What follows belongs to an exercise in optimizing a design on an open flow for small area, a short achievable clock period and few clock cycles per item; a production flow would make more cautious choices. At most, simulation tests tie the RTL to the original design; equivalence was not proved. Only the layout flow was run in run 2; the RTL was not checked for function there. Power is estimated from default activity; no workload was simulated.

## flow/config.mk

```make
export PLATFORM = sky130hd
export DESIGN_NAME = terminal_line_editor
export DESIGN_NICKNAME = terminal_line_editor
export VERILOG_FILES = /design/flow/design.v
export SDC_FILE = /design/flow/constraint.sdc
export NUM_CORES = 4
export LEC_CHECK = 0
export CAP_MARGIN = 20
export CORE_MARGIN = 2
export CORE_UTILIZATION = 55
export PLACE_DENSITY = 0.65
export SETUP_SLACK_MARGIN = 4.0
export SLEW_MARGIN = 20
```

## flow/constraint.sdc

```tcl
create_clock -name core_clock -period 7.0 [get_ports {clock}]
set_input_delay 1.4000 -clock core_clock [delete_from_list [all_inputs] [get_ports {clock}]]
set_output_delay 1.4000 -clock core_clock [all_outputs]
set_load 0.01 [all_outputs]
```

## flow/design.v

```verilog
package tle_pkg;
   localparam logic [2:0] KIND_STATUS = 3'd0;
   localparam logic [2:0] KIND_BYTE   = 3'd1;
   localparam logic [2:0] KIND_EMPTY  = 3'd2;
   localparam logic [2:0] KIND_ABORT  = 3'd3;
   localparam logic [2:0] KIND_EOF    = 3'd4;
   localparam logic [2:0] KIND_CLEAR  = 3'd5;
   localparam logic [2:0] KIND_FULL   = 3'd6;
endpackage
module tle_cell (
   input  logic       clock,
   input  logic       go,
   input  logic       sel_above,
   input  logic       sel_below,
   input  logic       sel_key,
   input  logic [6:0] from_above,
   input  logic [6:0] from_below,
   input  logic [6:0] key,
   output logic [6:0] data
);
   always_ff @(posedge clock) begin
      if (go & (sel_above | sel_below | sel_key))
         data <= ~(({7{sel_above}} & from_above) | ({7{sel_below}} & from_below)
                 | ({7{sel_key}} & key));
   end
endmodule
module tle_chain #(
   parameter int LINE_CAP = 64
) (
   input  logic                  clock,
   input  logic                  go,
   input  logic [LINE_CAP-1:0]   sel_above,
   input  logic [LINE_CAP-1:0]   sel_below,
   input  logic [LINE_CAP-1:0]   sel_key,
   input  logic [6:0]            key,
   output logic [LINE_CAP*7-1:0] cells       
);
   for (genvar g = 0; g < LINE_CAP; g++) begin : g_cell
      logic [6:0] below, above, k;
      if (g == 0) begin : g_b0
         assign below = 7'h00;
      end else begin : g_b
         assign below = cells[(g-1)*7 +: 7];
      end
      if (g == LINE_CAP - 1) begin : g_a0
         assign above = 7'h00;
      end else begin : g_a
         assign above = cells[(g+1)*7 +: 7];
      end
      assign k = (g % 2 == 1) ? key : ~key;
      tle_cell u_cell (
         .clock      (clock),
         .go         (go),
         .sel_above  (sel_above[g]),
         .sel_below  (sel_below[g]),
         .sel_key    (sel_key[g]),
         .from_above (above),
         .from_below (below),
         .key        (k),
         .data       (cells[g*7 +: 7])
      );
   end
endmodule
import tle_pkg::*;
module terminal_line_editor #(
   parameter int LINE_CAP = 64
) (
   input  logic        clock,
   input  logic        reset,
   input  logic        req_tvalid,
   output logic        req_tready,
   input  logic [7:0]  req_tdata,    
   output logic        rsp_tvalid,
   input  logic        rsp_tready,
   output logic [31:0] rsp_tdata,    
   output logic        rsp_tlast,
   output logic        rsp_tuser     
);
   logic       a_v, b_v;
   logic [7:0] a_d, b_d, a_src;
   logic       cons, a_load;
   logic       a_print, a_bs, a_etb, a_nak, a_enter, a_tilde;
   logic [1:0] a_kc;               
   logic       s_sp;
   assign req_tready = !b_v;
   assign a_src  = b_v ? b_d : req_tdata;
   assign a_load = cons || !a_v;
   assign s_sp   = a_src[6:0] == 7'h20;
   always_ff @(posedge clock) begin
      if (reset) begin
         a_v <= 1'b0;
         b_v <= 1'b0;
      end else begin
         if (a_load) a_v <= b_v || req_tvalid;
         if (a_load) b_v <= 1'b0;
         else if (req_tvalid) b_v <= 1'b1;
      end
      if (a_load) begin
         a_d     <= a_src;
         a_print <= a_src >= 8'h20 && a_src <= 8'h7E;
         a_bs    <= a_src == 8'h08 || a_src == 8'h7F;
         a_etb   <= a_src == 8'h17;
         a_nak   <= a_src == 8'h15;
         a_enter <= a_src == 8'h0A || a_src == 8'h0D;
         a_tilde <= a_src == 8'h7E;
         a_kc    <= (a_src[6] & a_src[5]) ? 2'b00 : s_sp ? 2'b11 : a_src[6:5];
      end
      if (!a_load && !b_v) b_d <= req_tdata;
   end
   logic m_norm, m_emit, m_killw, m_killu;
   logic m_norm_in, m_emit_in, m_killw_in, m_killu_in;
   logic ph_idle, ph_esc, ph_csi, ph_ss3, ph_num1, ph_num2;
   logic ph_idle_in, ph_esc_in, ph_csi_in, ph_ss3_in, ph_num1_in, ph_num2_in;
   logic [3:0] seq_ff, seq_in;     
   logic [6:0] len_ff, len_in, cur_ff, cur_in, cnt_ff, cnt_in;
   logic       ov_ff, ov_in;
   logic [2:0] okind_ff, okind_in;
   logic [6:0] ochar_ff, ochar_in;
   logic       olast_ff, olast_in, ord_ff, ord_in;
   logic       op_ins, op_dc, op_dcm1, op_d0;
   logic       adv, go;
   logic [LINE_CAP*7-1:0] cells;      
   logic [6:0]            c0;
   logic [6:0]            kcode;
   logic [LINE_CAP:0]     ge;         
   logic [LINE_CAP-1:0]   sel_above, sel_below, sel_key;
   logic                  wstop;      
   logic                  wstop2;     
   logic                  wpre;       
   assign kcode = {a_kc, a_d[4:0]};
   assign c0    = {!cells[5], !cells[6] | cells[5], cells[4:0]};
   logic [8:0] lt_h, eq_h;
   logic [7:0] le_l, eq_l;
   for (genvar h = 0; h <= 8; h++) begin : g_h
      assign eq_h[h] = cur_ff[6:3] == 4'(h);
      if (h == 0) begin : g_h0
         assign lt_h[h] = 1'b0;
      end else begin : g_hn
         assign lt_h[h] = |eq_h[h-1:0];
      end
   end
   for (genvar l = 0; l < 8; l++) begin : g_l
      assign eq_l[l] = cur_ff[2:0] == 3'(l);
      assign le_l[l] = |eq_l[l:0];
   end
   for (genvar g = 0; g < LINE_CAP; g++) begin : g_ge
      assign ge[g] = lt_h[g/8] | (eq_h[g/8] & le_l[g%8]);
   end
   assign ge[LINE_CAP] = 1'b1;
   for (genvar g = 0; g < LINE_CAP; g++) begin : g_sel
      if (g == 0) begin : g_z
         assign sel_below[g] = 1'b0;
         assign sel_key[g]   = op_ins & ge[0];
      end else begin : g_nz
         assign sel_below[g] = op_ins & ge[g-1];
         assign sel_key[g]   = op_ins & ge[g] & !ge[g-1];
      end
      assign sel_above[g] = op_d0 | (op_dcm1 & ge[g+1]) | (op_dc & ge[g]);
   end
   tle_chain #(.LINE_CAP(LINE_CAP)) u_chain (
      .clock(clock), .go(adv), .sel_above(sel_above), .sel_below(sel_below),
      .sel_key(sel_key), .key(kcode), .cells(cells)
   );
   logic [LINE_CAP-1:0] blank, mark;
   for (genvar g = 0; g < LINE_CAP; g++) begin : g_blank
      if (g % 2 == 1) begin : g_bo
         assign blank[g] = !cells[g*7+6] & !cells[g*7+5];
      end else begin : g_be
         assign blank[g] = cells[g*7+6] & cells[g*7+5];
      end
      if (g == 0) begin : g_m0
         assign mark[g] = 1'b1;
      end else begin : g_m
         assign mark[g] = blank[g-1] & !blank[g];
      end
   end
   assign wstop  = |(mark & ge[LINE_CAP:1] & ~ge[LINE_CAP-1:0]);
   assign wstop2 = |(mark[LINE_CAP-2:0] & ge[LINE_CAP:2] & ~ge[LINE_CAP-1:1]);
   logic cur_z, cur_end, len_z, len_full, cur_one, cnt_one;
   assign cur_z    = cur_ff == 7'd0;
   assign cur_one  = cur_ff == 7'd1;
   assign cur_end  = cur_ff == len_ff;
   assign len_z    = len_ff == 7'd0;
   assign len_full = len_ff[6];
   assign cnt_one  = cnt_ff == 7'd1;
   assign adv = !ov_ff || rsp_tready;
   assign go  = m_norm && a_v;
   assign op_ins  = go && ph_idle && a_print && !len_full;
   assign op_d0   = m_emit || (go && ph_idle && a_enter);
   assign op_dcm1 = m_killw || m_killu || (go && ph_idle && !cur_z && (a_bs || a_nak));
   assign op_dc   = go && ph_num1 && a_tilde && seq_ff == 4'd3;
   assign cons    = adv && go;
   always_comb begin
      logic [7:0] b;
      logic dig, beat, mv_left, mv_right, mv_home, mv_end;
      b = a_d;
      dig = b >= 8'h30 && b <= 8'h39;
      m_norm_in = m_norm; m_emit_in = m_emit; m_killw_in = m_killw; m_killu_in = m_killu;
      ph_idle_in = ph_idle; ph_esc_in = ph_esc; ph_csi_in = ph_csi; ph_ss3_in = ph_ss3;
      ph_num1_in = ph_num1; ph_num2_in = ph_num2;
      seq_in = seq_ff; len_in = len_ff; cur_in = cur_ff; cnt_in = cnt_ff;
      beat = 1'b0;
      okind_in = 3'd0; ochar_in = 7'h00; olast_in = 1'b1; ord_in = 1'b0;
      mv_left = 1'b0; mv_right = 1'b0; mv_home = 1'b0; mv_end = 1'b0;
      if (m_emit) begin
         beat = 1'b1; okind_in = 3'd1; ochar_in = c0;
         olast_in = cnt_one;
         cnt_in = cnt_ff - 7'd1;
         if (cnt_one) begin m_emit_in = 1'b0; m_norm_in = 1'b1; end
      end
      if (m_killw || m_killu) begin
         ord_in = 1'b1; cur_in = cur_ff - 7'd1; len_in = len_ff - 7'd1;
         if (m_killu ? cur_one : wpre) begin
            beat = 1'b1;
            m_killw_in = 1'b0; m_killu_in = 1'b0; m_norm_in = 1'b1;
         end
      end
      if (go) begin
         beat = 1'b1;
         if (!ph_idle) begin
            ph_idle_in = 1'b1; ph_esc_in = 1'b0; ph_csi_in = 1'b0; ph_ss3_in = 1'b0;
            ph_num1_in = 1'b0; ph_num2_in = 1'b0;
            if (ph_esc) begin
               if (b == 8'h5B) begin ph_idle_in = 1'b0; ph_csi_in = 1'b1; end
               else if (b == 8'h4F) begin ph_idle_in = 1'b0; ph_ss3_in = 1'b1; end
            end
            if (ph_csi && dig) begin
               seq_in = b[3:0]; ph_idle_in = 1'b0; ph_num1_in = 1'b1;
            end else if (ph_csi || ph_ss3) begin
               mv_right = b == 8'h43;
               mv_left  = b == 8'h44;
               mv_home  = b == 8'h48;
               mv_end   = b == 8'h46;
            end
            if (ph_num1) begin
               if (a_tilde) begin
                  mv_home = seq_ff == 4'd1;
                  mv_end  = seq_ff == 4'd4;
                  if (seq_ff == 4'd3 && !cur_end) begin
                     ord_in = 1'b1; len_in = len_ff - 7'd1;
                  end
               end else if (dig) begin
                  ph_idle_in = 1'b0; ph_num2_in = 1'b1;
                  seq_in = (seq_ff == 4'd1 && b[3:0] == 4'd5) ? 4'd1 :
                           (seq_ff == 4'd1 && b[3:0] == 4'd7) ? 4'd2 : 4'd0;
               end
            end
            if (ph_num2 && a_tilde) begin
               mv_home = seq_ff == 4'd1;
               mv_end  = seq_ff == 4'd2;
            end
            if (mv_left) begin
               ord_in = 1'b1; if (!cur_z) cur_in = cur_ff - 7'd1;
            end
            if (mv_right) begin
               ord_in = 1'b1; if (!cur_end) cur_in = cur_ff + 7'd1;
            end
            if (mv_home) begin
               ord_in = 1'b1; cur_in = 7'd0;
            end
            if (mv_end) begin
               ord_in = 1'b1; cur_in = len_ff;
            end
         end else if (a_enter) begin
            if (len_z) begin
               okind_in = 3'd2;
            end else begin
               okind_in = 3'd1; ochar_in = c0;
               olast_in = len_ff == 7'd1;
               cnt_in = len_ff - 7'd1;
               if (len_ff != 7'd1) begin m_norm_in = 1'b0; m_emit_in = 1'b1; end
               len_in = 7'd0; cur_in = 7'd0;
            end
         end else if (a_bs) begin
            if (!cur_z) begin
               ord_in = 1'b1; cur_in = cur_ff - 7'd1; len_in = len_ff - 7'd1;
            end
         end else if (a_nak) begin
            ord_in = 1'b1;
            if (cur_z || cur_end) begin
               cur_in = 7'd0;
               if (cur_end) len_in = 7'd0;
            end else begin
               cur_in = cur_ff - 7'd1; len_in = len_ff - 7'd1;
               if (!cur_one) begin
                  beat = 1'b0; m_norm_in = 1'b0; m_killu_in = 1'b1;
               end
            end
         end else if (a_etb) begin
            ord_in = 1'b1;
            if (!cur_z) begin
               beat = 1'b0; m_norm_in = 1'b0; m_killw_in = 1'b1;
            end
         end else if (a_print) begin
            if (len_full) okind_in = 3'd6;
            else begin
               ord_in = 1'b1; cur_in = cur_ff + 7'd1; len_in = len_ff + 7'd1;
            end
         end else begin
            case (b)
               8'h03: begin okind_in = 3'd3; len_in = 7'd0; cur_in = 7'd0; end
               8'h04: if (len_z) okind_in = 3'd4;
               8'h1B: begin ph_idle_in = 1'b0; ph_esc_in = 1'b1; end
               8'h01: begin ord_in = 1'b1; cur_in = 7'd0; end
               8'h05: begin ord_in = 1'b1; cur_in = len_ff; end
               8'h0B: begin ord_in = 1'b1; len_in = cur_ff; end
               8'h0C: begin ord_in = 1'b1; okind_in = 3'd5; end
               default: ;
            endcase
         end
      end
      ov_in = adv ? beat : ov_ff;
   end
   always_ff @(posedge clock) begin
      if (reset) begin
         m_norm <= 1'b1; m_emit <= 1'b0; m_killw <= 1'b0; m_killu <= 1'b0;
         ph_idle <= 1'b1; ph_esc <= 1'b0; ph_csi <= 1'b0; ph_ss3 <= 1'b0;
         ph_num1 <= 1'b0; ph_num2 <= 1'b0;
         len_ff <= 7'd0; cur_ff <= 7'd0; ov_ff <= 1'b0;
      end else begin
         ov_ff <= ov_in;
         if (adv) begin
            m_norm <= m_norm_in; m_emit <= m_emit_in; m_killw <= m_killw_in;
            m_killu <= m_killu_in;
            ph_idle <= ph_idle_in; ph_esc <= ph_esc_in; ph_csi <= ph_csi_in;
            ph_ss3 <= ph_ss3_in; ph_num1 <= ph_num1_in; ph_num2 <= ph_num2_in;
            len_ff <= len_in; cur_ff <= cur_in;
         end
      end
      if (adv) begin
         wpre <= m_killw ? wstop2 : wstop;
         seq_ff <= seq_in; cnt_ff <= cnt_in;
         okind_ff <= okind_in; ochar_ff <= ochar_in; olast_ff <= olast_in; ord_ff <= ord_in;
      end
   end
   assign rsp_tvalid = ov_ff;
   assign rsp_tdata  = {7'd0, cur_ff, len_ff, 1'b0, ochar_ff, okind_ff};
   assign rsp_tlast  = olast_ff;
   assign rsp_tuser  = ord_ff;
endmodule
```

## flow/run.sh

```bash
#!/bin/bash
# synth_recipe.tcl (not shown) runs the flow's synth.tcl, then flattens the netlist and writes it again
# the make line also repeats each setting of config.mk as NAME=value (left out here)
make -C /OpenROAD-flow-scripts/flow DESIGN_CONFIG=/design/flow/config.mk WORK_HOME=/design/flow/orfs CLKGATE_MAP_FILE= SYNTH_SCRIPT=/design/flow/synth_recipe.tcl finish
```

==> key figures, run 1 <==
Outcome
  – Status: complete, no violations

Synthesis
  – Syn Std Cell Area: about 0.029 mm^2
  – Yosys reg bits: 523
  – Yosys warning total: 2
  – FFs w/ async S/R, synth: 0%
  – Synth Flop Type: edfxtp_1
  – Cell taking the most area after synthesis: edfxtp_1
  – Leading post-synthesis cells by cell area: edfxtp_1, a222oi_1, a221oi_1, nor2_1, a21oi_1
  – Seq/Total Area, Yosys: 52.9%
  – Post-synth EDFFs: just under 500
  – Post-Syn Instances: between 2,000 and 3,000
  – Synth top area share: 51.0%
  – Netlist cell types: between 90 and 100
  – Mean Syn Cell Area: roughly 10 um^2

Clock network
  – CTS sink count: ~520
  – CTS tree: built
  – Clock Tree Buf Depth: 3
  – Total CTS buffers: 55
  – Clock Latency Late Sink: roughly 0.65 ns
  – Reg clk slew, reported paths: roughly 0.06 ns
  – CTS H-tree lvls: 2
  – CTS Hold Bufs: 0
  – Root Buffer Master: clkbuf_16

Timing
  – Slew Viols, Final: 0
  – Actual slew at the worst max-slew pin: between 1 and 1.5 ns
  – Max Clk Rate: about 330 MHz
  – Endpoints failing hold: 0
  – Fin worst setup slack: between 3 and 4 ns
  – Min cycle time layout: a little over 3 ns
  – Rel. slew slack: approximately 25%
  – Fin Setup TNS: 0 ns
  – Fin crit share: a little over two fifths
  – Setup violators final: 0
  – Worst Skew: ~0.033 ns
  – RSZ-0062 raised after global routing: true

Global route
  – Largest net degree at the start of global routing: 62
  – Vias in the first global route: 26,832
  – GRT overflow: 0
  – Global-route usage over all layers: approximately two fifths
  – Global-route wire length before repair: ~170 mm
  – Initial antenna violation count: 2

Power and ir drop
  – PwrDens: ~270 mW/mm^2
  – Leak: about 11 nW
  – Worst vdd ir: ~0.00023 V
  – Pwr Total: approximately 9.3 mW

Drt
  – Drt via density: roughly 7.8
  – Pre-antenna DRT Iters: 11
  – Number of remaining DRC errors: 0
  – Final antenna-violating net count: 0
  – DRT iter0 DRCs: between 5,000 and 6,000
  – Routed WL: roughly 120 mm
  – DR vias: between 20,000 and 30,000
  – Routed WL per cell: between 30 and 40 um

Finish
  – P&R area growth vs syn: 17.9%
  – Antenna Cells: 0
  – Most frequent cells in the layout: edfxtp_1, nor2_1, a221oi_1, nand2_1, a222oi_1
  – Nets: 2,884
  – Layout cells sized above 1: between 10% and 20%
  – Most common library cell in the layout ignoring fill and taps: edfxtp_1
  – Fillers: between 4,000 and 5,000
  – Final core occ: around 65%
  – Fin cells: roughly 3,600

Worst setup path
  – CP required: roughly 7.3 ns
  – WP data arrival: 3.34 ns
  – Worst setup SP type: register
  – Worst Setup Path Type: reg2reg
  – CP endpoint: u_chain.g_cell[19].u_cell.data[5]
  – Critical Path Start: cur_ff[2]
  – Flop2flop setup slack: between 3 and 4 ns
  – Max FO, Critical Path: 10
  – Depth of the most critical reg-to-reg path: 10
  – R2r endpoint: u_chain.g_cell[19].u_cell.data[5]
  – Reg2reg start: cur_ff[2]
  – Crit. End Element: register

Floorplanning
  – Ports: between 40 and 50
  – Initial core utilization: 55.5%
  – Core ar.: roughly 0.053 mm^2
  – # rows: 84
  – Die Y: ~230 um
  – Die X: roughly 230 um
  – Total die area: about 0.055 mm^2

Run
  – Max cap viols: 0

Place
  – Detailed placement HPWL: slightly below 80 mm
  – Placer congestion estimate: 1.01
  – Buffers on Ports: 39
  – Place WS: roughly 2.5 ns
  – Post-Place Cells: 3,367

Worst hold path
  – Worst min-delay path class: reg2reg
==> flip-flops by register name (all words and copies together) (netlist names), 2 cells and up <==
signal,cells
a_d,8
a_kc,2
b_d,8
cnt_ff,7
cur_ff,7
len_ff,7
ochar_ff,7
okind_ff,3
seq_ff,4
u_chain.g_cell.u_cell.data,448
==> where the power goes <==
part	switching [mW]	internal, mW	total (mW)	leakage, nW
clock	1.29	1.66	2.94	0.855
combinational	1.32	0.684	2.01	5.39
sequential	0.318	3.98	4.30	4.39
==> repair_timing <==
action	4_1_cts	5_1_grt
pin swaps	18	45
resized for setup	224	138
setup buffers	72	49
gates cloned	3	2
setup endpoints to repair	967	609
==> worst max-delay path, stage by stage (launching register included) <==
cell,delay [ns]
dfxtp_4,0.37
buf_12,0.15
buf_4,0.15
inv_2,0.31
nor2_1,0.20
buf_4,0.29
o21ai_0,0.20
nand2_1,0.14
o221ai_2,0.43
nor2_1,0.11
nor2_2,0.33
==> routing by layer <==
metal / GRT usage [%] / vias up / share of wire [%] / wire, um
met2: 64.6 / 2362 / 45 / 51900
met3: 9.73 / 610 / 13 / 15500
li1: - / 11597 / - / -
met4: 27.2 / 2 / 7.8 / 9060
met1: 50.8 / 13489 / 34 / 39800
met5: 0 / - / 0.0077 / 9
==> how the worst min path moves through the flow <==
stage,start,to,slack [ns],depth (start not counted)
after floorplan,ph_ss3,ph_ss3,0.43,2
after global placement,ph_ss3,ph_ss3,0.45,2
after detailed placement,ph_ss3,ph_ss3,0.48,2
after CTS,ph_esc,ph_esc,0.49,2
after global routing,ph_esc,ph_esc,0.51,2
final,ph_esc,ph_esc,0.49,2
==> logic make-up (layout without fill, tap and decap cells) <==
kind of cell / after synthesis / count (layout) / synth area share (%)
AOI/OAI and AO/OA: 1009 / 1009 / 26.8
and+or+nand+nor: 946 / 947 / 14.6
DFF: 523 / 523 / 52.9
buffers and inverters: 247 / 357 / 3.56
xor gates and xnor gates: 35 / 35 / 1.05
muxes: 19 / 19 / 0.673
adders and majority gates: 10 / 10 / 0.429
other: 1 / 8 / 0.0129
==> per-stage QoR <==
step                hold slack, ns  area [um^2]
global placement             0.447        30100
detailed placement           0.480        30100
CTS                          0.489        33300
finish                       0.486        34400
floorplan                    0.432        29300
global route                 0.511        34400
==> synthesized netlist by cell type (30+ instances only) <==
library cell,number
clkbuf_1,148
a221oi_1,206
a222oi_1,191
o211ai_1,30
nand2_1,208
nor2_1,467
a22oi_1,33
nor3_1,69
edfxtp_1,496
nand3_1,40
inv_1,36
a21oi_1,202
o21ai_0,79
==> cell type report <==
cell class | instances | area, um^2 | area share, %
clock inverter | 33 | 323 | 0.939
inverter | 37 | 159 | 0.462
sequential | 523 | 15500 | 45.0
tap | 688 | 861 | 2.50
clock buffer | 70 | 1450 | 4.22
timing repair buffer | 217 | 2090 | 6.08
multi-input combinational | 2028 | 14000 | 40.8
Testbench counts, summed over its fixed seeds: cycles 34,671, keys 24,000.
==> inputs of run 2 (changes only) <==
--- a/flow/design.v
+++ b/flow/design.v
@@ -115,2 +115,3 @@
    logic [6:0] len_ff, len_in, cur_ff, cur_in, cnt_ff, cnt_in;
+   logic [6:0] curn_ff;            
    logic       ov_ff, ov_in;
@@ -127,3 +128,2 @@
    logic                  wstop;      
-   logic                  wstop2;     
    logic                  wpre;       
@@ -134,3 +134,3 @@
    for (genvar h = 0; h <= 8; h++) begin : g_h
-      assign eq_h[h] = cur_ff[6:3] == 4'(h);
+      assign eq_h[h] = curn_ff[6:3] == ~4'(h);
       if (h == 0) begin : g_h0
@@ -142,3 +142,3 @@
    for (genvar l = 0; l < 8; l++) begin : g_l
-      assign eq_l[l] = cur_ff[2:0] == 3'(l);
+      assign eq_l[l] = curn_ff[2:0] == ~3'(l);
       assign le_l[l] = |eq_l[l:0];
@@ -177,3 +177,2 @@
    assign wstop  = |(mark & ge[LINE_CAP:1] & ~ge[LINE_CAP-1:0]);
-   assign wstop2 = |(mark[LINE_CAP-2:0] & ge[LINE_CAP:2] & ~ge[LINE_CAP-1:1]);
    logic cur_z, cur_end, len_z, len_full, cur_one, cnt_one;
@@ -189,4 +188,4 @@
    assign op_d0   = m_emit || (go && ph_idle && a_enter);
-   assign op_dcm1 = m_killw || m_killu || (go && ph_idle && !cur_z && (a_bs || a_nak));
-   assign op_dc   = go && ph_num1 && a_tilde && seq_ff == 4'd3;
+   assign op_dcm1 = m_killu || (go && ph_idle && !cur_z && (a_bs || a_nak));
+   assign op_dc   = m_killw || (go && ph_num1 && a_tilde && seq_ff == 4'd3);
    assign cons    = adv && go;
@@ -210,7 +209,14 @@
       end
-      if (m_killw || m_killu) begin
+      if (m_killu) begin
          ord_in = 1'b1; cur_in = cur_ff - 7'd1; len_in = len_ff - 7'd1;
-         if (m_killu ? cur_one : wpre) begin
-            beat = 1'b1;
-            m_killw_in = 1'b0; m_killu_in = 1'b0; m_norm_in = 1'b1;
+         if (cur_one) begin
+            beat = 1'b1; m_killu_in = 1'b0; m_norm_in = 1'b1;
+         end
+      end
+      if (m_killw) begin
+         ord_in = 1'b1; len_in = len_ff - 7'd1;
+         if (wpre) begin
+            beat = 1'b1; m_killw_in = 1'b0; m_norm_in = 1'b1;
+         end else begin
+            cur_in = cur_ff - 7'd1;
          end
@@ -292,2 +298,3 @@
                beat = 1'b0; m_norm_in = 1'b0; m_killw_in = 1'b1;
+               cur_in = cur_ff - 7'd1;
             end
@@ -318,3 +325,3 @@
          ph_num1 <= 1'b0; ph_num2 <= 1'b0;
-         len_ff <= 7'd0; cur_ff <= 7'd0; ov_ff <= 1'b0;
+         len_ff <= 7'd0; cur_ff <= 7'd0; curn_ff <= 7'h7F; ov_ff <= 1'b0;
       end else begin
@@ -326,3 +333,3 @@
             ph_ss3 <= ph_ss3_in; ph_num1 <= ph_num1_in; ph_num2 <= ph_num2_in;
-            len_ff <= len_in; cur_ff <= cur_in;
+            len_ff <= len_in; cur_ff <= cur_in; curn_ff <= ~cur_in;
          end
@@ -330,3 +337,3 @@
       if (adv) begin
-         wpre <= m_killw ? wstop2 : wstop;
+         wpre <= wstop;
          seq_ff <= seq_in; cnt_ff <= cnt_in;
==> run 2 against run 1 <==
Effect of this change:
- synthesized cell count shrank 0.36%
- critical path type unchanged
- still clean on timing, DRC and antenna
- hold slack gained 0.0032 ns
- cell count shrank 1.1%
- routed wire length shrank 3.8%
- register-to-register slack lost 0.04 ns
- die area shrank 0.87%
- highest routed layer is now met4
- via count shrank 2.3%
- largest cell class unchanged
- global-route usage shrank 2.0 points
- clock-buffer cell count shrank 1
- clock power is essentially flat
==> key figures, run 2 <==
Timing
  – Worst Skew: roughly 0.021 ns
  – Endpoints failing hold: 0
  – Slew Viols, Final: 0
  – RSZ-0062 raised after global routing: true
  – Rel. slew slack: a little over a fifth
  – Actual slew at the worst max-slew pin: between 1 and 1.5 ns
  – Setup violators final: 0
  – Fin Setup TNS: 0 ns
  – Min cycle time layout: between 3 and 4 ns
  – Fin crit share: between 40% and 50%
  – Max Clk Rate: roughly 320 MHz
  – Worst hold margin: around 0.49 ns

Place
  – Detailed placement HPWL: 71.7 mm
  – Placer congestion estimate: 0.971
  – Buffers on Ports: 39

Drt
  – Routed WL per cell: ~31 um
  – Final antenna-violating net count: 0
  – DRT iter0 DRCs: 5,428
  – Drt via density: 7.71
  – Pre-antenna DRT Iters: 11
  – Routed WL: 112 mm
  – Number of remaining DRC errors: 0
  – DR vias: 27,408

Finish
  – Biggest register: u_chain.g_cell.u_cell.data
  – Fillers: between 4,000 and 5,000
  – Multi-input gate area: between 0.01 and 0.015 mm^2
  – Layout cells sized above 1: approximately 18%
  – Most common library cell in the layout ignoring fill and taps: edfxtp_1
  – Top Registers: u_chain.g_cell.u_cell.data: 448 flops, a_d: 8 flops, b_d: 8 flops
  – Largest register FFs: about 450
  – Sequential cell area: ~0.016 mm^2
  – Nets: between 2,000 and 3,000
  – P&R area growth vs syn: 18.0%
  – Most frequent cells in the layout: edfxtp_1, nor2_1, nand2_1, a222oi_1, a21oi_1

Outcome
  – Status: complete, no violations

Synthesis
  – Synth top area share: 51.5%
  – Post-Syn Instances: ~2,800
  – Seq/Total Area, Yosys: between 50% and 60%
  – Netlist cell types: 88
  – Post-synth EDFFs: 496
  – FFs w/ async S/R, synth: 0%
  – Leading post-synthesis cells by cell area: edfxtp_1, a222oi_1, nor2_1, a221oi_1, a21oi_1
  – Commonest cells in the synthesized netlist: edfxtp_1, nor2_1, nand2_1, a21oi_1, a222oi_1
  – Yosys warning total: 2
  – Cell taking the most area after synthesis: edfxtp_1
  – Syn Std Cell Area: 0.0289 mm^2
  – Yosys reg bits: 530
  – Mean Syn Cell Area: around 10 um^2
  – Synth Flop Type: edfxtp_1
  – Most frequent cell after synthesis: edfxtp_1

Clock network
  – CTS sink count: 530
  – Reg clk slew, reported paths: 0.06 ns
  – Clock Latency Late Sink: 0.63 ns
  – Clock Tree Buf Depth: 3
  – Total CTS buffers: 56
  – CTS H-tree lvls: 2
  – CTS tree: built
  – Root Buffer Master: clkbuf_16
  – CTS Hold Bufs: 0

Global route
  – Largest net degree at the start of global routing: 60
  – Vias in the first global route: 25,513
  – Global-route usage over all layers: 39.1%
  – GRT overflow: 0
  – Initial antenna violation count: 1
  – Global-route wire length before repair: roughly 160 mm

Worst setup path
  – CP cell instances: buf_4 > buf_4 > nor4_2 > nand2_2 > a31oi_4 > bufbuf_16 > o221ai_2 > buf_4 > a222oi_1
  – Slowest CP cell: nor4_2
  – Most used cell, CP: buf_4
  – Worst Setup Path Type: reg2reg
  – Max FO, Critical Path: 15
  – CP required: between 7 and 8 ns
  – WP data arrival: between 3 and 4 ns
  – Worst setup SP type: register
  – Crit. End Element: register
  – Slowest Stage Delay on Critical Path: approximately 0.46 ns

Power and ir drop
  – Clock power share: about a third
  – Net Sw Frac: 33.9%
  – Leak: approximately 10 nW
  – Sequential power share: a little over two fifths
  – PwrDens: around 280 mW/mm^2
  – Worst vdd ir: between 0.00015 and 0.0002 V
  – NetSw: between 3 and 4 mW
  – Power Internal: about 6.2 mW
  – Comb pwr share: between 20% and 30%

Run
  – Max cap viols: 0

Worst hold path
  – Worst min-delay path class: reg2reg

Floorplanning
  – Total die area: 0.0544 mm^2
  – Die X: approximately 230 um
  – Initial core utilization: 55.4%
  – Core ar.: about 0.052 mm^2
  – Ports: 48
  – Die Y: ~230 um
  – # rows: 84
run 2: cell count changes after synthesis, moves of 17 or more:
cell	previous run	this run
buf_2	26	9
clkbuf_1	148	177
nand2_1	208	234
nand3_1	40	57
nor2_1	467	446
nor3_1	69	50
run 2: stage by stage:
step | utilization (%) | worst slack, ns | instance area [um^2] | std cells | total power, mW
after floorplan | - | 4.00 | 29000 | 2787 | 5.25
after global routing | 65.3 | 3.91 | 34100 | 3556 | 9.63
after detailed placement | 57.1 | 2.81 | 29800 | 3353 | 5.99
final | 65.4 | 3.90 | 34100 | 3557 | 9.41
after CTS | 63.2 | 3.99 | 33000 | 3497 | 9.12
after global placement | 57.1 | 2.92 | 29800 | 3353 | 5.96
run 2: cell type report:
| class | instances | share of cell area [%] |
|---|---|---|
| diodes | 1 | 0.00733 |
| inverters | 40 | 0.509 |
| clock buffers | 69 | 4.31 |
| repair buffers | 190 | 5.80 |
| multi-input cells | 2010 | 40.2 |
| clock inverters | 29 | 0.854 |
| flip-flops and latches | 530 | 45.8 |
| well taps | 688 | 2.52 |
run 2: power by group through the flow:
stage / logic (mW) / clock network [mW] / registers, mW
after CTS: 2.20 / 2.95 / 3.97
after global placement: 1.90 / 0 / 4.06
after floorplan: 1.33 / 0 / 3.93
final: 2.47 / 2.96 / 3.98
after global routing: 2.57 / 3.06 / 3.99
after detailed placement: 1.93 / 0 / 4.07
run 2: what timing repair did:
action	in CTS	in global routing
pin swaps	10	20
resized for setup	273	124
hold endpoints to repair	0	0
setup endpoints to repair	959	633
setup buffers	44	51
gates cloned	2	7
run 2: routing by layer:
| metal | share of wire (%) | global-route usage, % |
|---|---|---|
| met1 | 36 | 52.2 |
| met2 | 44 | 59.0 |
| met3 | 14 | 10.6 |
| met4 | 5.9 | 19.1 |
| met5 | 0 | 0 |
run 2: worst paths after layout:
path	start	to	slack (ns)	cells past startpoint
max	cur_ff[2]	u_chain.g_cell[17].u_cell.data[0]	3.90	9
min reg2reg	ph_ss3	ph_ss3	0.49	2
min	ph_ss3	ph_ss3	0.49	2
max reg2reg	cur_ff[2]	u_chain.g_cell[17].u_cell.data[0]	3.90	9
run 2: logic make-up (layout without fill, tap and decap cells):
logic type	Yosys count	after routing	share of synthesized area [%]
buffers and inverters	247	328	3.39
other	1	9	0.0130
AOI/OAI and AO/OA	985	985	25.9
muxes	17	17	0.623
adders and majority gates	9	9	0.389
DFF	530	530	53.9
xor gates and xnor gates	45	45	1.36
and+or+nand+nor	946	946	14.5
run 2: critical path: cells and delay by family (launching register included):
family                 cells  cell delay (ns)
AOI/OAI and AO/OA          3             0.96
buffers and inverters      4             0.93
DFF                        1             0.36
and+or+nand+nor            2             0.62
==> inputs of run 3 (changes only) <==
--- a/flow/design.v
+++ b/flow/design.v
@@ -134,3 +134,3 @@
    for (genvar h = 0; h <= 8; h++) begin : g_h
-      assign eq_h[h] = curn_ff[6:3] == ~4'(h);
+      assign eq_h[h] = curn_ff[6:3] == 4'(15 - h);
       if (h == 0) begin : g_h0
@@ -142,3 +142,3 @@
    for (genvar l = 0; l < 8; l++) begin : g_l
-      assign eq_l[l] = curn_ff[2:0] == ~3'(l);
+      assign eq_l[l] = curn_ff[2:0] == 3'(7 - l);
       assign le_l[l] = |eq_l[l:0];
--- a/flow/config.mk
+++ b/flow/config.mk
@@ -10,2 +10,3 @@
 export CORE_UTILIZATION = 55
+export CTS_BUF_LIST = sky130_fd_sc_hd__clkbuf_8
 export PLACE_DENSITY = 0.65
==> run 3 against run 2 <==
Effect of this change:
- global-route usage is 0.26 points higher
- routed wire length shrank 2.4%
- critical path depth shrank 3
- area after synthesis increased by 0.61%
- synthesized cell count is essentially flat
- still clean on timing, DRC and antenna
- design area is 2.0% lower
- via count is essentially flat
- non-clock buffer count fell by 57
==> key figures, run 3 <==
Outcome
  – Status: complete, no violations

Clock network
  – Clock Tree Buf Depth: 3
  – Reg clk slew, reported paths: ~0.06 ns
  – CTS Hold Bufs: 0
  – CTS tree: built
  – Root Buffer Master: clkbuf_8
  – CTS H-tree lvls: 3
  – CTS sink count: 530
  – Clock Latency Late Sink: 0.72 ns
  – Total CTS buffers: 90

Worst setup path
  – Critical Path Start: curn_ff[2]
  – Flop2flop setup slack: between 3 and 4 ns
  – CP required: roughly 7.4 ns
  – Worst setup SP type: register
  – Max FO, Critical Path: 37
  – R2r endpoint: wpre
  – Worst Setup Path Type: reg2reg
  – Reg2reg start: curn_ff[2]
  – CP endpoint: wpre
  – WP data arrival: between 3 and 4 ns
  – Crit. End Element: register
  – Depth of the most critical reg-to-reg path: 6

Global route
  – Global-route usage over all layers: 39.3%
  – Vias in the first global route: 26,320
  – Initial antenna violation count: 3
  – GRT overflow: 0
  – Global-route wire length before repair: ~160 mm
  – Largest net degree at the start of global routing: between 60 and 70

Drt
  – Routed WL: about 110 mm
  – Final antenna-violating net count: 0
  – DRT iter0 DRCs: around 5,000
  – Number of remaining DRC errors: 0
  – Drt via density: between 7 and 8
  – Pre-antenna DRT Iters: 15
  – Routed WL per cell: about 31 um
  – DR vias: about 27,000

Synthesis
  – Leading post-synthesis cells by cell area: edfxtp_1, a222oi_1, nor2_1, a221oi_1, a21oi_1
  – Seq/Total Area, Yosys: between 50% and 60%
  – Post-Syn Instances: 2,779
  – Cell taking the most area after synthesis: edfxtp_1
  – Yosys warning total: 2
  – Synth top area share: about half
  – Netlist cell types: 99
  – Synth Flop Type: edfxtp_1
  – Yosys reg bits: 530
  – Most frequent cell after synthesis: edfxtp_1
  – Commonest cells in the synthesized netlist: edfxtp_1, nor2_1, nand2_1, a222oi_1, a21oi_1
  – Syn Std Cell Area: around 0.029 mm^2
  – FFs w/ async S/R, synth: 0%
  – Mean Syn Cell Area: approximately 10 um^2
  – Post-synth EDFFs: about 500

Place
  – Post-Place Cells: roughly 3,300
  – Place WS: about 2.6 ns
  – Buffers on Ports: 39
  – Detailed placement HPWL: about 70 mm
  – Placer congestion estimate: around 1.1

Floorplanning
  – Die X: ~230 um
  – # rows: 84
  – Core ar.: around 0.052 mm^2
  – Ports: 48
  – Die Y: about 230 um
  – Initial core utilization: between 50% and 60%
  – Total die area: between 0.05 and 0.06 mm^2

Run
  – Max cap viols: 0

Worst hold path
  – Worst min-delay path class: reg2reg

Finish
  – Nets: roughly 2,800
  – Most frequent cells in the layout: edfxtp_1, nor2_1, nand2_1, a222oi_1, a21oi_1
  – P&R area growth vs syn: 15.0%
  – Fin cells: 3,561
  – Biggest register: u_chain.g_cell.u_cell.data
  – Layout cells sized above 1: between 10% and 20%
  – Most common library cell in the layout ignoring fill and taps: edfxtp_1
  – Final core occ: 63.8%
  – Largest register FFs: between 400 and 500
  – Top Registers: u_chain.g_cell.u_cell.data: 448 flops, a_d: 8 flops, b_d: 8 flops

Timing
  – Actual slew at the worst max-slew pin: 1.22 ns
  – Min cycle time layout: around 3.3 ns
  – Endpoints failing hold: 0
  – Max Clk Rate: between 300 and 400 MHz
  – RSZ-0062 raised after global routing: true
  – Slew Viols, Final: 0
  – Rel. slew slack: ~16%
  – Worst Skew: about 0.041 ns
  – Setup violators final: 0
  – Fin worst setup slack: about 3.7 ns
  – Fin crit share: 47.2%
  – Fin Setup TNS: 0 ns

Power and ir drop
  – Worst vdd ir: between 0.00015 and 0.0002 V
  – PwrDens: approximately 330 mW/mm^2
  – Leak: 10.4 nW
-- run 3: changes by cell type after synthesis, moves of 12 or more --
cell      delta
nor2_1      +22
buf_2       +27
a222oi_1    +13
a221o_1     -12
clkbuf_1    -32
nand3_1     -12
o21ai_1     +12
a21oi_1     -13
-- run 3: worst max-delay path, stage by stage (launching register included) --
cell and delay, ns:
dfxtp_1 0.33, buf_12 0.19, or3_1 0.54, o21ai_1 0.75
o2111a_1 0.40, nand4_1 0.24, or4_1 0.56
-- run 3: worst min path at each step --
stage	from	end	slack [ns]	cells after the start
floorplan	ph_ss3	ph_ss3	0.44	2
global placement	curn_ff[2]	curn_ff[2]	0.44	1
detailed placement	curn_ff[2]	curn_ff[2]	0.45	1
CTS	ph_ss3	ph_ss3	0.47	2
global route	ph_ss3	ph_ss3	0.52	2
finish	ph_ss3	ph_ss3	0.47	2
-- run 3: kinds of logic after synthesis --
| group | Yosys count | synth area share (%) |
|---|---|---|
| multiplexers | 13 | 0.460 |
| other | 1 | 0.0129 |
| AND/OR/NAND/NOR | 975 | 15.1 |
| adder cells (fa/ha/maj) | 9 | 0.387 |
| flip-flops | 530 | 53.5 |
| buffers and inverters | 244 | 3.64 |
| XOR/XNOR | 48 | 1.44 |
| AO/OA/AOI/OAI | 959 | 25.4 |
-- run 3: through the flow --
stage / hold WS (ns) / total power, mW / area (um^2)
finish: 0.475 / 11.2 / 33500
CTS: 0.472 / 10.9 / 32900
floorplan: 0.441 / 6.88 / 29200
global route: 0.521 / 11.5 / 33500
global placement: 0.443 / 7.89 / 29900
detailed placement: 0.446 / 7.99 / 29900
-- run 3: layout make-up --
class / count / area [um^2]
clock inverter: 65 / 359
fill: 4187 / 19000
antenna: 3 / 7.51
clock buffer: 93 / 1280
tap: 688 / 861
multi-input combinational: 2013 / 13900
inverter: 36 / 153
timing repair buffer: 133 / 1320
sequential: 530 / 15600
-- run 3: timing repair --
item / CTS / global route
endpoints found under the setup margin: 956 / 632
pin swaps: 14 / 11
gates cloned: 2 / 0
resized for setup: 268 / 102
endpoints found under the hold margin: 0 / 0
buffers inserted: 42 / 8
-- run 3: metal layers --
layer / global-route usage, % / share of wire (%) / vias to the layer above
met5: 0 / 0.046 / -
li1: - / - / 11403
met3: 11.2 / 14 / 528
met4: 19.9 / 6.1 / 2
met1: 51.7 / 36 / 13147
met2: 59.7 / 44 / 2306
-- run 3: report_power, final --
group          total [mW]  switching, mW  leakage, nW  internal [mW]
combinational        3.60           2.44         4.97           1.16
clock                2.66           1.32        0.936           1.34
sequential           4.90          0.505         4.51           4.39
total                11.2           4.26         10.4           6.89
Testbench counts of run 3, summed over its fixed seeds: cycles 34,671, keys 24,000.
==> inputs of run 4 (changes only) <==
--- a/flow/config.mk
+++ b/flow/config.mk
@@ -10,5 +10,4 @@
 export CORE_UTILIZATION = 55
-export CTS_BUF_LIST = sky130_fd_sc_hd__clkbuf_8
 export PLACE_DENSITY = 0.65
-export SETUP_SLACK_MARGIN = 4.0
+export SETUP_SLACK_MARGIN = 4.15
 export SLEW_MARGIN = 20
==> run 4 against run 3 <==
Effect of this change:
- area after synthesis did not move
- die area did not move
- worst setup slack improved by 0.19 ns
- via count rose by 1.7%
- still clean
- largest cell class unchanged
- design area rose by 3.9%
- total power rose by 7.0%
- first-iteration DRC count rose by 16%
==> key figures, run 4 <==
Finish
  – Multi-input gate area: roughly 0.014 mm^2
  – Fin cells: between 3,000 and 4,000
  – Biggest register: u_chain.g_cell.u_cell.data
  – Layout cells sized above 1: 20.8%
  – Fillers: 3,990
  – Sequential cell area: about 0.016 mm^2
  – Top Registers: u_chain.g_cell.u_cell.data: 448 flops, a_d: 8 flops, b_d: 8 flops
  – Antenna Cells: 0
  – Most common library cell in the layout ignoring fill and taps: edfxtp_1
  – P&R area growth vs syn: 19.5%
  – Largest register FFs: between 400 and 500
  – Most frequent cells in the layout: edfxtp_1, nor2_1, nand2_1, a222oi_1, a21oi_1
  – Nets: ~2,900

Global route
  – Global-route wire length before repair: 163 mm
  – Vias in the first global route: 25,899
  – Global-route usage over all layers: 39.6%
  – Largest net degree at the start of global routing: just under 70
  – Initial antenna violation count: 3
  – GRT overflow: 0

Floorplanning
  – # rows: 84
  – Die X: between 200 and 250 um
  – Total die area: about 0.055 mm^2
  – Ports: 48
  – Initial core utilization: a little under three fifths
  – Core ar.: 0.0524 mm^2
  – Die Y: roughly 230 um

Synthesis
  – Cell taking the most area after synthesis: edfxtp_1
  – Post-Syn Instances: approximately 2,800
  – Synth top area share: between 50% and 60%
  – Mean Syn Cell Area: roughly 10 um^2
  – Yosys warning total: 2
  – Netlist cell types: between 90 and 100
  – Post-synthesis xor/xnor area fraction: under 10%
  – Largest family of logic cells by synthesized area: compound AO/OA/AOI/OAI gates
  – Adder-cell share of the synthesized area: less than 1%
  – Compound-Gate Fraction of Synth Area: between 20% and 30%
  – Most frequent cell after synthesis: edfxtp_1
  – Post-synth EDFFs: 496
  – Commonest cells in the synthesized netlist: edfxtp_1, nor2_1, nand2_1, a222oi_1, a21oi_1
  – FFs w/ async S/R, synth: 0%
  – Synth Flop Type: edfxtp_1
  – Post-synthesis mux area share: less than 1%
  – Syn Std Cell Area: a little under 0.03 mm^2
  – Seq/Total Area, Yosys: 53.5%
  – Leading post-synthesis cells by cell area: edfxtp_1, a222oi_1, nor2_1, a221oi_1, a21oi_1
  – Simple-gate share of the synthesized area: between 15 and 20%
  – Yosys reg bits: 530

Worst setup path
  – Slowest CP cell: or4_4
  – WP data arrival: about 3.5 ns
  – Top delay family on crit path: simple AND/OR/NAND/NOR gates
  – Slowest Stage Delay on Critical Path: 0.57 ns
  – CP cell instances: buf_12 > clkinvlp_4 > buf_4 > nand2_2 > a2111o_1 > o2111ai_2 > nor4_4 > nand4_1 > or4_4
  – Worst setup SP type: register
  – Bufs and invs on worst path: 3
  – Worst Setup Path Type: reg2reg
  – Crit. End Element: register
  – CP required: 7.35 ns
  – Max FO, Critical Path: 14

Drt
  – Met2 Routed Length: roughly 50 mm
  – Number of remaining DRC errors: 0
  – Met1 wire length: between 40 and 50 mm
  – Final antenna-violating net count: 0
  – Drt via density: 7.79
  – Routed WL: 114 mm
  – Met3 wire length: between 15 and 20 mm
  – Pre-antenna DRT Iters: 14
  – DRT iter0 DRCs: approximately 6,000
  – DR vias: 27,845
  – Routed WL per cell: about 32 um
  – Max layer used: met4

Timing
  – Min cycle time layout: 3.12 ns
  – Fin crit share: between 40% and 50%
  – Worst Skew: ~0.015 ns
  – Fin worst setup slack: just under 4 ns
  – Rel. slew slack: 13.5%
  – RSZ-0062 raised after global routing: true
  – Setup violators final: 0
  – Endpoints failing hold: 0
  – Slew Viols, Final: 0
  – Actual slew at the worst max-slew pin: ~1.3 ns
  – Fin Setup TNS: 0 ns
  – Max Clk Rate: around 320 MHz

Power and ir drop
  – Worst vdd ir: around 0.00021 V
  – PwrDens: roughly 340 mW/mm^2
  – Leak: roughly 11 nW
  – Pwr Total: approximately 12 mW

Clock network
  – Clock Latency Late Sink: roughly 0.63 ns
  – CTS sink count: 530
  – CTS tree: built
  – Reg clk slew, reported paths: about 0.06 ns
  – CTS H-tree lvls: 2
  – CTS Hold Bufs: 0
  – Clock Tree Buf Depth: 3
  – Root Buffer Master: clkbuf_16
  – Total CTS buffers: 56

Place
  – Post-Place Cells: approximately 3,400
  – Place WS: roughly 2.7 ns
  – Placer congestion estimate: just over 1
  – Buffers on Ports: 39
  – Detailed placement HPWL: between 70 and 80 mm

Run
  – Max cap viols: 0

Worst hold path
  – Worst min-delay path class: reg2reg

Outcome
  – Status: complete, no violations
run 4: cell counts after synthesis:
Identical to the previous run, type by type.
run 4: layer usage:
layer / up-vias / GRT usage, %
li1: 11459 / -
met1: 13383 / 53.7
met2: 2488 / 59.6
met3: 515 / 10.6
met4: 0 / 17.8
met5: - / 0
run 4: per-stage QoR:
stage | area [um^2] | hold slack [ns] | utilization, %
after floorplan | 29300 | 0.441 | -
after global placement | 30100 | 0.461 | 57.3
after detailed placement | 30100 | 0.476 | 57.3
after CTS | 33300 | 0.484 | 63.6
after global routing | 34800 | 0.523 | 66.3
final | 34800 | 0.479 | 66.3
run 4: power breakdown:
group / switching (mW) / internal (mW)
combinational: 2.54 / 1.32
sequential: 0.533 / 4.39
clock: 1.34 / 1.81
run 4: final cells by class:
type                       count  area share [%]
sequential                   530            45.0
multi-input combinational   2013            40.7
timing repair buffer         202            5.98
clock buffer                  67            4.27
tap                          688            2.48
clock inverter                37            1.18
inverter                      36           0.468
run 4: worst min-delay path: cells and delay by family (launching register included):
kind / cells / cell delay [ns]
flops: 1 / 0.32
compound gates: 1 / 0.05
simple gates: 1 / 0.06
run 4: timing repair:
action                                  CTS  global route
gates resized for setup                 297           174
setup buffers                            35            69
gates cloned                              2             8
endpoints found under the setup margin  993           837
pin swaps                                11            34
run 4: final timing paths:
kind	slack (ns)	end	cells after the start	start
hold / removal	0.48	ph_ss3	2	ph_ss3
setup / recovery	3.88	wpre	9	curn_ff[3]
setup reg to reg	3.88	wpre	9	curn_ff[3]
hold reg to reg	0.48	ph_ss3	2	ph_ss3
run 4: kinds of logic after synthesis:
family	count (synthesis)
adder cells (fa/ha/maj)	9
multiplexers	13
buffers and inverters	244
AND/OR/NAND/NOR	975
flip-flops	530
XOR/XNOR	48
AO/OA/AOI/OAI	959
other	1
==> inputs of run 5 (changes only) <==
--- a/flow/design.v
+++ b/flow/design.v
@@ -176,3 +176,15 @@
    end
-   assign wstop  = |(mark & ge[LINE_CAP:1] & ~ge[LINE_CAP-1:0]);
+   logic [8:0] wgrp;
+   for (genvar h = 0; h <= 8; h++) begin : g_wg
+      logic [7:0] m;
+      for (genvar l = 0; l < 8; l++) begin : g_wl
+         if (8*h + l >= 1 && 8*h + l <= LINE_CAP) begin : g_in
+            assign m[l] = mark[8*h+l-1];
+         end else begin : g_out
+            assign m[l] = 1'b0;
+         end
+      end
+      assign wgrp[h] = |(m & eq_l);
+   end
+   assign wstop = |(wgrp & eq_h);
    logic cur_z, cur_end, len_z, len_full, cur_one, cnt_one;
--- a/flow/config.mk
+++ b/flow/config.mk
@@ -11,3 +11,3 @@
 export PLACE_DENSITY = 0.65
-export SETUP_SLACK_MARGIN = 4.15
+export SETUP_SLACK_MARGIN = 4.0
 export SLEW_MARGIN = 20
==> run 5 against run 4 <==
Effect of this change:
- still clean on timing, DRC and antenna
- clock skew rose by 0.0074 ns
- area after synthesis is 0.48% higher
- cell count fell by 0.81%
- fmax up 0.98%
- largest power group unchanged
- highest routed layer unchanged
==> key figures, run 5 <==
Place
  – Place WS: 2.46 ns
  – Detailed placement HPWL: roughly 66 mm
  – Post-Place Cells: between 3,000 and 4,000
  – Buffers on Ports: 39
  – Placer congestion estimate: 0.947
  – Placed Area: 0.0299 mm^2

Synthesis
  – Seq/Total Area, Yosys: ~53%
  – Yosys warning total: 2
  – Netlist cell types: slightly above 100
  – Adder-cell share of the synthesized area: less than 1%
  – Synth top area share: between 50% and 60%
  – Post-synth EDFFs: 496
  – Post-synthesis xor/xnor area fraction: under 10%
  – Compound-Gate Fraction of Synth Area: 25.4%
  – Simple-gate share of the synthesized area: between 10% and 20%
  – Yosys reg bits: 530
  – Post-Syn Instances: between 2,000 and 3,000
  – Post-synthesis mux area share: 0.471%
  – Mean Syn Cell Area: a little over 10 um^2
  – Commonest cells in the synthesized netlist: edfxtp_1, nor2_1, nand2_1, a221oi_1, a21oi_1
  – Synth Flop Type: edfxtp_1
  – Leading post-synthesis cells by cell area: edfxtp_1, a221oi_1, nor2_1, a222oi_1, nand2_1
  – Largest family of logic cells by synthesized area: compound AO/OA/AOI/OAI gates
  – Cell taking the most area after synthesis: edfxtp_1
  – Most frequent cell after synthesis: edfxtp_1
  – Syn Std Cell Area: 0.0292 mm^2
  – FFs w/ async S/R, synth: 0%

Finish
  – P&R area growth vs syn: 13.6%
  – Layout cells sized above 1: approximately 16%
  – Most frequent cells in the layout: edfxtp_1, nor2_1, nand2_1, a221oi_1, a21oi_1
  – Top Registers: u_chain.g_cell.u_cell.data: 448 flops, a_d: 8 flops, b_d: 8 flops
  – Fillers: 4,265
  – Most common library cell in the layout ignoring fill and taps: edfxtp_1
  – Sequential cell area: around 0.016 mm^2
  – Final core occ: between 60% and 70%
  – Fin cells: around 3,500
  – Nets: about 2,800
  – Largest register FFs: 448
  – Biggest register: u_chain.g_cell.u_cell.data
  – Post-route cell area: 0.0332 mm^2
  – Multi-input gate area: 0.0135 mm^2

Drt
  – Final antenna-violating net count: 0
  – Number of remaining DRC errors: 0
  – DRT iter0 DRCs: 4,341
  – Drt via density: approximately 7.5
  – Routed WL per cell: approximately 28 um
  – Pre-antenna DRT Iters: 10
  – Routed WL: ~100 mm
  – DR vias: ~26,000

Timing
  – Fin crit share: between 40% and 50%
  – Actual slew at the worst max-slew pin: 1.09 ns
  – Fin Setup TNS: 0 ns
  – Worst Skew: 0.0222 ns
  – Max Clk Rate: 324 MHz
  – Min cycle time layout: about 3.1 ns
  – Fin worst setup slack: between 3 and 4 ns
  – Setup violators final: 0
  – RSZ-0062 raised after global routing: true
  – Slew Viols, Final: 0
  – Rel. slew slack: approximately 27%
  – Endpoints failing hold: 0

Clock network
  – CTS sink count: 530
  – Clock Latency Late Sink: 0.63 ns
  – Reg clk slew, reported paths: roughly 0.070 ns
  – Total CTS buffers: 55
  – CTS tree: built
  – Root Buffer Master: clkbuf_16
  – CTS H-tree lvls: 2
  – Clock Tree Buf Depth: 3

Worst setup path
  – Slowest Stage Delay on Critical Path: between 0.4 and 0.5 ns
  – Worst Setup Path Type: reg2reg
  – Bufs and invs on worst path: 3
  – Reg2reg start: curn_ff[1]
  – Worst setup SP type: register
  – Top delay family on crit path: simple AND/OR/NAND/NOR gates
  – Max FO, Critical Path: 20
  – Slowest CP cell: or4_1
  – Most used cell, CP: buf_4
  – Crit. End Element: register
  – WP data arrival: about 3.4 ns
  – CP cell instances: buf_4 > clkinvlp_4 > buf_4 > nand3_2 > nor3_1 > or4_1 > o211ai_1 > o2111ai_1
  – CP required: between 7 and 8 ns
  – Critical Path Start: curn_ff[1]

Power and ir drop
  – PwrDens: about 340 mW/mm^2
  – Worst vdd ir: 0.000206 V
  – Leak: slightly above 10 nW

Global route
  – GR peak layer: met2
  – Largest net degree at the start of global routing: 75
  – Grt met1 use: approximately half
  – Global-route wire length before repair: approximately 150 mm
  – Initial antenna violation count: 0
  – GRT overflow: 0
  – GRT met3 Usage: 6.75%
  – Global routing usage on met2: between 50 and 60%
  – Global-route usage over all layers: between 30% and 40%
  – Vias in the first global route: approximately 26,000

Worst hold path
  – Worst min-delay path class: reg2reg
  – Worst min-delay path startpoint: ph_ss3

Floorplanning
  – Die X: approximately 230 um
  – Initial core utilization: 55.6%
  – Total die area: 0.0550 mm^2
  – # rows: 84
  – Die Y: 235 um
  – Core ar.: around 0.053 mm^2
  – Ports: 48

Run
  – Max cap viols: 0

Outcome
  – Status: complete, no violations
## run 5: area by class of cell
cell class / count / area share, %
multi-input cells: 2055 / 40.8
diodes: 1 / 0.00754
inverters: 32 / 0.396
clock inverters: 31 / 0.784
flip-flops and latches: 530 / 47.1
well taps: 688 / 2.59
clock buffers: 70 / 4.38
repair buffers: 137 / 3.96
## run 5: worst reg2reg max path: cells and delay by family, from the launching register on
kind	cells	cell delay, ns
AOI/OAI and AO/OA	2	0.61
buffers and inverters	3	0.92
DFF	1	0.32
and+or+nand+nor	3	0.97
## run 5: per-layer routing
layer	share of wire [%]	vias up
li1	-	11344
met5	0	-
met1	38	12947
met4	4.1	0
met3	11	335
met2	47	1844
## run 5: final timing paths
kind	end	slack (ns)	depth (start not counted)
min	ph_ss3	0.46	2
min reg2reg	ph_ss3	0.46	2
max	wpre	3.91	8
max reg2reg	wpre	3.91	8
## run 5: metrics by stage
| step | total power [mW] | hold slack, ns |
|---|---|---|
| global placement | 7.81 | 0.450 |
| finish | 11.2 | 0.465 |
| floorplan | 6.87 | 0.427 |
| CTS | 11.0 | 0.457 |
| detailed placement | 7.91 | 0.448 |
| global route | 11.6 | 0.492 |
## run 5: kinds of logic (layout without fill, tap and decap cells)
kind of cell | count (synthesis) | in the layout
adder cells (fa/ha/maj) | 9 | 9
other | 1 | 9
XOR/XNOR | 37 | 37
buffers and inverters | 251 | 270
AO/OA/AOI/OAI | 971 | 971
flip-flops | 530 | 530
AND/OR/NAND/NOR | 1017 | 1017
multiplexers | 13 | 13
## run 5: power by group
part | switching (mW) | total (mW) | internal [mW] | leakage [nW]
logic | 2.26 | 3.38 | 1.12 | 4.93
clock network | 1.27 | 2.88 | 1.61 | 0.842
registers | 0.499 | 4.92 | 4.42 | 4.51
## run 5: repair_timing
action                     CTS  global route
buffers inserted            34            20
gates cloned                 3             0
hold buffers                 0             0
gates resized for setup    238            75
pin swaps                   14             9
setup endpoints to repair  967           603
hold endpoints to repair     0             0
Testbench counts of run 5, summed over its fixed seeds: cycles 34,671, keys 24,000.
==> inputs of run 6 (changes only) <==
--- a/flow/config.mk
+++ b/flow/config.mk
@@ -11,3 +11,3 @@
 export PLACE_DENSITY = 0.65
-export SETUP_SLACK_MARGIN = 4.0
-export SLEW_MARGIN = 20
+export SETUP_SLACK_MARGIN = 4.1
+export SLEW_MARGIN = 35
==> run 6 against run 5 <==
Effect of this change:
- worst setup slack gained 0.17 ns
- via count up 0.74%
- register-to-register slack gained 0.17 ns
- critical path depth unchanged
- still clean
- design area increased by 1.7%
- flip-flop and latch count is the same
- clock skew rose by 0.0046 ns
==> key figures, run 6 <==
Timing
  – Fin crit share: about two fifths
  – Endpoints failing hold: 0
  – Slew Viols, Final: 0
  – Actual slew at the worst max-slew pin: between 1 and 1.5 ns
  – Max Clk Rate: 343 MHz
  – Rel. slew slack: 27.6%
  – Fin worst setup slack: 4.09 ns
  – Worst hold margin: ~0.46 ns
  – Fin Setup TNS: 0 ns
  – RSZ-0062 raised after global routing: true
  – Setup violators final: 0
  – Worst Skew: around 0.027 ns
  – Min cycle time layout: between 2 and 3 ns

Synthesis
  – Seq/Total Area, Yosys: 53.3%
  – Leading post-synthesis cells by cell area: edfxtp_1, a221oi_1, nor2_1, a222oi_1, nand2_1
  – Most frequent cell after synthesis: edfxtp_1
  – Mean Syn Cell Area: 10.3 um^2
  – Yosys reg bits: 530
  – FFs w/ async S/R, synth: 0%
  – Cell taking the most area after synthesis: edfxtp_1
  – Post-synth EDFFs: around 500
  – Synth top area share: approximately half
  – Netlist cell types: 102
  – Syn Std Cell Area: about 0.029 mm^2
  – Yosys warning total: 2
  – Commonest cells in the synthesized netlist: edfxtp_1, nor2_1, nand2_1, a221oi_1, a21oi_1
  – Post-Syn Instances: 2,829
  – Synth Flop Type: edfxtp_1

Clock network
  – CTS Hold Bufs: 0
  – CTS H-tree lvls: 2
  – Root Buffer Master: clkbuf_16
  – Total CTS buffers: 56
  – Reg clk slew, reported paths: around 0.070 ns
  – Clock Latency Late Sink: 0.64 ns
  – CTS tree: built
  – Clock Tree Buf Depth: 3
  – CTS sink count: 530

Finish
  – Fillers: approximately 4,200
  – Most frequent cells in the layout: edfxtp_1, nor2_1, nand2_1, a221oi_1, a21oi_1
  – Biggest register: u_chain.g_cell.u_cell.data
  – Most common library cell in the layout ignoring fill and taps: edfxtp_1
  – Final core occ: roughly 64%
  – Post-route cell area: roughly 0.034 mm^2
  – Top Registers: u_chain.g_cell.u_cell.data: 448 flops, a_d: 8 flops, b_d: 8 flops
  – Nets: ~2,800
  – Layout cells sized above 1: between 10% and 20%
  – P&R area growth vs syn: 15.5%
  – Largest register FFs: roughly 450
  – Fin cells: ~3,600
  – Antenna Cells: 0

Floorplanning
  – Die Y: 235 um
  – Initial core utilization: a little under three fifths
  – Total die area: 0.0550 mm^2
  – Ports: between 40 and 50
  – Die X: roughly 230 um
  – Core ar.: roughly 0.053 mm^2
  – # rows: 84

Drt
  – DR vias: about 27,000
  – Pre-antenna DRT Iters: 14
  – Final antenna-violating net count: 0
  – Routed WL per cell: ~29 um
  – Routed WL: between 100 and 150 mm
  – DRT iter0 DRCs: approximately 4,700
  – Number of remaining DRC errors: 0
  – Drt via density: ~7.5

Worst setup path
  – Reg2reg start: curn_ff[1]
  – Max FO, Critical Path: 20
  – R2r endpoint: wpre
  – Worst setup SP type: register
  – Flop2flop setup slack: just over 4 ns
  – Critical Path Start: curn_ff[1]
  – Crit. End Element: register
  – WP data arrival: roughly 3.3 ns
  – Slowest CP cell: nor3_1
  – Top delay family on crit path: compound AO/OA/AOI/OAI gates
  – CP cell instances: buf_12 > clkinvlp_4 > buf_4 > nor3_1 > a31oi_1 > a311oi_1 > a21oi_1 > o2111ai_2
  – Bufs and invs on worst path: 3
  – Slowest Stage Delay on Critical Path: about 0.76 ns
  – CP required: approximately 7.4 ns
  – Worst Setup Path Type: reg2reg
  – Depth of the most critical reg-to-reg path: 8

Worst hold path
  – Min-Delay Path Depth: 2
  – Worst min-delay path class: reg2reg
  – Worst min-delay path startpoint: ph_ss3
  – Hold endpoint: ph_ss3

Global route
  – Global-route wire length before repair: approximately 150 mm
  – Largest net degree at the start of global routing: 73
  – GRT overflow: 0
  – Initial antenna violation count: 0
  – Vias in the first global route: roughly 25,000
  – Global-route usage over all layers: around 36%

Place
  – Placed Area: 0.0300 mm^2
  – Post-Place Cells: about 3,400
  – Place WS: roughly 2.8 ns
  – Detailed placement HPWL: 67.3 mm
  – Placer congestion estimate: just under 1
  – Buffers on Ports: 39

Run
  – Max cap viols: 0

Power and ir drop
  – Pwr Total: approximately 11 mW
  – Leak: 10.5 nW
  – Worst vdd ir: 0.000210 V
  – PwrDens: 338 mW/mm^2

Outcome
  – Status: complete, no violations
[run 6: cell count changes in the layout (fill, tap and decap cells not counted), moves of 4 or more]
cell and change:
nor2_2 -4, buf_12 +6, nor2_4 +12, nand3_1 -4, a21oi_2 -4, dlygate4sd2_1 +12, clkdlybuf4s50_1 -13, nor2_1 -8
a21oi_4 +4, clkbuf_16 +6
[run 6: tightest hold or removal path, delay by kind of cell (launching register included)]
kind / cells / cell delay, ns
flops: 1 / 0.30
simple gates: 1 / 0.05
compound gates: 1 / 0.05
[run 6: layout make-up]
type | instances | area [um^2] | area share, %
inverters | 32 | 136 | 0.404
clock inverters | 31 | 244 | 0.722
multi-input cells | 2055 | 13800 | 41.0
flip-flops and latches | 530 | 15600 | 46.3
well taps | 688 | 861 | 2.55
clock buffers | 72 | 1510 | 4.48
repair buffers | 153 | 1560 | 4.62
[run 6: worst max path at each step]
stage | endpoint | cells after the start
floorplan | u_chain.g_cell[26].u_cell.data[0] | 12
global placement | cur_ff[0] | 10
detailed placement | cur_ff[0] | 10
CTS | u_chain.g_cell[5].u_cell.data[2] | 8
global route | u_chain.g_cell[3].u_cell.data[1] | 8
finish | wpre | 8
[run 6: cells by family (layout without fill, tap and decap cells)]
family | Yosys count | in the layout | share of synthesized area (%)
AOI/OAI and AO/OA | 971 | 971 | 25.4
muxes | 13 | 13 | 0.471
and+or+nand+nor | 1017 | 1017 | 15.6
adders and majority gates | 9 | 9 | 0.385
buffers and inverters | 251 | 288 | 3.68
xor gates and xnor gates | 37 | 37 | 1.11
other | 1 | 8 | 0.0128
DFF | 530 | 530 | 53.3
[run 6: power by group]
part / switching [mW] / internal, mW / leakage [nW]
sequential: 0.501 / 4.42 / 4.51
combinational: 2.36 / 1.18 / 5.16
clock: 1.30 / 1.63 / 0.855
[run 6: routing by layer]
metal / track usage [%] / vias up / wire (um)
met5: 0 / - / 0
met4: 16.7 / 0 / 4810
met3: 7.18 / 396 / 12400
met2: 57.1 / 2023 / 47700
met1: 48.7 / 12868 / 38400
li1: - / 11379 / -
[run 6: timing repair]
action / CTS / global route
setup buffers: 30 / 36
endpoints found under the hold margin: 0 / 0
pin swaps: 10 / 23
cloned: 1 / 4
endpoints found under the setup margin: 953 / 678
resized for setup: 245 / 142

static timing again, ports no longer ideal:
The flow's constraints put no driver on any port. The routed layouts listed below were extracted and timed again, unchanged, in two steps. Step 1 assumes that a clkbuf_16 drives the clock port and a buf_2 every other input. Step 2, shift: input delay + t, output delay - t, t = (earliest + latest rising clock arrival at the registers) / 2. This alone moves slack from input paths to output paths. Slacks: no drivers / after step 1 / after step 2; pairs: no drivers / after step 1.
| run | t, ns | slack for setup (ns) | worst setup path after step 2 |
|---|---|---|---|
| run 1 | 0.697 | 3.941 / 3.926 / 3.378 | input to register |
| run 2 | 0.687 | 3.902 / 3.902 / 3.383 | input to register |
| run 3 | 0.760 | 3.694 / 3.694 / 3.311 | input to register |
| run 4 | 0.688 | 3.885 / 3.885 / 3.522 | input to register |
| run 5 | 0.678 | 3.915 / 3.915 / 3.566 | input to register |
| run 6 | 0.688 | 4.085 / 4.084 / 3.500 | input to register |
After both steps every run listed still meets setup and hold. The setup slack of run 6, which loses most, moves by -0.001 ns with the drivers and by -0.585 ns with both steps.
